This is an optimization exercise on Yosys and OpenROAD, whose aim is small area, not a production implementation. Only simulation tests tie the RTL to the original design; equivalence was not proved. Power is estimated from default activity; no workload was simulated.

## the baseline
// i2c_burst_mem
module i2c_burst_mem #(
    parameter int DATA_W = 8,
    parameter int ADDR_W = 7
) (
    input  logic              clk,
    input  logic              reset,
    input  logic              start,
    input  logic              stop,
    input  logic              rw,
    input  logic              rx_valid,
    input  logic [DATA_W-1:0] rx_data,
    input  logic              tx_req,
    input  logic              wp,
    output logic              tx_valid,
    output logic [DATA_W-1:0] tx_data,
    output logic              ack,
    output logic [ADDR_W-1:0] ptr,
    output logic              busy
);
For scale: roughly 2400 cells after synthesis, about 1100 flip-flops, about 29000 µm² of cells after synthesis.
==> flow/config.mk <==
export PLATFORM = sky130hd
export DESIGN_NAME = i2c_burst_mem
export DESIGN_NICKNAME = i2c_burst_mem
export VERILOG_FILES = /design/flow/design.v
export SDC_FILE = /design/flow/constraint.sdc
export NUM_CORES = 4
export LEC_CHECK = 0
export CAP_MARGIN = 20
export CORE_MARGIN = 2
export CORE_UTILIZATION = 40
export CTS_BUF_LIST = sky130_fd_sc_hd__clkbuf_16
export CTS_CLUSTER_DIAMETER = 120
export CTS_CLUSTER_SIZE = 25
export SLEW_MARGIN = 20
export SYNTH_HIERARCHICAL = 1
export SYNTH_MINIMUM_KEEP_SIZE = 0
==> flow/constraint.sdc <==
create_clock -name core_clock -period 5.0 [get_ports {clk}]
set_input_delay 1.0000 -clock core_clock [delete_from_list [all_inputs] [get_ports {clk}]]
set_output_delay 1.0000 -clock core_clock [all_outputs]
set_load 0.01 [all_outputs]
standard.sh (not shown) runs the stock make flow with config.mk's settings and CLKGATE_MAP_FILE= SYNTH_SCRIPT=/design/flow/synth_recipe.tcl, a recipe that flattens the netlist after the stock synthesis.
==> flow/flow/run.sh <==
#!/bin/bash
# The standard layout (standard.sh, unchanged synthesis and steps) with settings of its own:
# - every input and output port gets a sky130_fd_sc_hd__buf_2 as its port buffer, in place of
#   the default clkdlybuf4s50_1;
set -euo pipefail
export BUFFER_PORTS_ARGS="-buffer_cell sky130_fd_sc_hd__buf_2"
export CTS_ARGS="-sink_clustering_enable -repair_clock_nets -sink_clustering_size 25 -sink_clustering_max_diameter 120 -buf_list sky130_fd_sc_hd__clkbuf_16 -dont_use_dummy_load"
bash standard.sh > standard.log 2>&1
The following lists how the candidate was set up differently from the baseline:
--- a/flow/config.mk
+++ b/flow/config.mk
@@ -13,0 +14 @@
+export PLACE_DENSITY = 0.8
Per the final summary, the candidate finished and its layout is clean on timing, DRC and antenna.
Against the baseline, post-place instance area in the candidate fell slightly.
Taking the baseline as the reference point, the layout-stage area growth over the synthesis result of the candidate falls by 0.72 points.
The candidate reports a lower final-layout fill cell count than the baseline does.
Diff the baseline -> the candidate | sum of routed wire segments on met1 | down by a little under 10%
Where clock power is concerned, the baseline is outperformed by the candidate.
Delta (the candidate minus the baseline): cell leakage power saw a decrease, simple-gate share of the synthesized area saw little to no change, via count saw an increase.
Non-clock buffer count of the candidate falls short of that of the baseline by more than 10%.


run 1:
i2c_burst_mem, a different RTL version from the one above (not shown whole).
Size in the first run: about 34 I/O pins, ~34,000 µm² of cells after synthesis.
export LEC_CHECK = 0
export CAP_MARGIN = 20
export CORE_MARGIN = 2
export CORE_UTILIZATION = 40
export CTS_BUF_LIST = sky130_fd_sc_hd__clkbuf_16
export CTS_CLUSTER_DIAMETER = 120
export CTS_CLUSTER_SIZE = 30
export SLEW_MARGIN = 20
export SYNTH_HIERARCHICAL = 1
export SYNTH_MINIMUM_KEEP_SIZE = 0
create_clock -name core_clock -period 5.0 [get_ports {clk}]
run.sh (not shown) runs the stock make flow with config.mk's settings and CLKGATE_MAP_FILE= SYNTH_SCRIPT=/design/flow/synth_recipe.tcl, a recipe that flattens the netlist after the stock synthesis.
Stock flow here: none of the scripts above is used.
Run 1 finished every stage and its layout cleared the timing, design-rule and antenna checks.
--- input diff run 1..run 2 ---
# run 1
export LEC_CHECK = 0
export CAP_MARGIN = 20
export CORE_MARGIN = 2
export CORE_UTILIZATION = 40
export CTS_BUF_LIST = sky130_fd_sc_hd__clkbuf_16
export CTS_CLUSTER_DIAMETER = 120
export CTS_CLUSTER_SIZE = 30
export SLEW_MARGIN = 20
export SYNTH_HIERARCHICAL = 1
export SYNTH_MINIMUM_KEEP_SIZE = 0
create_clock -name core_clock -period 5.0 [get_ports {clk}]
# run 2
export LEC_CHECK = 0
export CAP_MARGIN = 20
export CORE_MARGIN = 2
export CORE_UTILIZATION = 40
export SLEW_MARGIN = 20
export SYNTH_HIERARCHICAL = 1
export SYNTH_MINIMUM_KEEP_SIZE = 0
create_clock -name core_clock -period 5.0 [get_ports {clk}]
==> comparison <==
- Run 2 vs run 1, worst setup path startpoint: ptr[2]$_DFFE_PP0P_ vs ptr[1]$_DFFE_PP0P_
- Between run 2 and run 1, it is run 2 whose global-route usage is higher, by 0.60 points.
- Taking run 1 as the reference, in run 2 final area +2400 µm², sequential share of layout area -3.5 points, async set or reset register ratio after synthesis ~0 delta, via density per instance -0.93%.
Edits applied to the flow inputs when going from run 2 to run 3:
# run 2
export LEC_CHECK = 0
export CAP_MARGIN = 20
export CORE_MARGIN = 2
export CORE_UTILIZATION = 40
export SLEW_MARGIN = 20
export SYNTH_HIERARCHICAL = 1
export SYNTH_MINIMUM_KEEP_SIZE = 0
create_clock -name core_clock -period 5.0 [get_ports {clk}]
# run 3
export LEC_CHECK = 0
export CAP_MARGIN = 20
export CORE_MARGIN = 2
export CORE_UTILIZATION = 40
export CTS_BUF_LIST = sky130_fd_sc_hd__clkbuf_16
export CTS_CLUSTER_DIAMETER = 120
export CTS_CLUSTER_SIZE = 25
export SLEW_MARGIN = 20
export SYNTH_HIERARCHICAL = 1
export SYNTH_MINIMUM_KEEP_SIZE = 0
create_clock -name core_clock -period 5.0 [get_ports {clk}]
### Flow results
- Run 2 has a lower global routing usage on met1 than run 3.
- Going from run 2 to run 3, share of total power consumed by net switching has increased, total clock network power has decreased.
- Global-route wire length before repair (lower): run 3
- [compare] base=run 2 new=run 3: worst setup slack for register-to-register paths fell 0.08 ns; largest fanout on the critical path rose 3; maximum frequency fell 0.0043 GHz.
- Run 3 against run 2: number of hold-repair buffers added at the cts stage saw little to no change, setup slack lower, filler cell count in the final layout increased 3.0%.

-- port drivers added, routing unchanged --
The results above use ideal ports. As a check the final layouts listed here were re-extracted and re-timed, cells and wires unchanged. Step 1: set_driving_cell puts a clkbuf_16 on clk and a buf_2 on each other input, an assumption about the parent block. Step 2 times the ports against the registers' clock, not the clock port: input delays grow and output delays shrink by t, the midpoint of the rising clock arrivals with the driver on. Slacks: ideal ports / drivers / drivers and shift; pairs: ideal ports / drivers.
run	t (ns)	slack for setup (ns)	hold WS [ns]	worst setup path after step 2	latest minus earliest clock arrival (ns)
the baseline	0.675	0.218 / 0.218 / 0.218	0.348 / 0.348 / 0.348	register to register	0.070 / 0.070
the candidate	0.673	0.535 / 0.535 / 0.535	0.334 / 0.334 / 0.334	register to register	0.037 / 0.037
run 1	0.683	0.703 / 0.703 / 0.703	0.449 / 0.449 / 0.449	register to register	0.045 / 0.045
run 2	0.750	0.783 / 0.783 / 0.783	0.442 / 0.442 / 0.442	register to register	0.055 / 0.055
run 3	0.699	0.706 / 0.706 / 0.706	0.447 / 0.447 / 0.447	register to register	0.038 / 0.037
After both steps setup and hold are still met in every run listed.
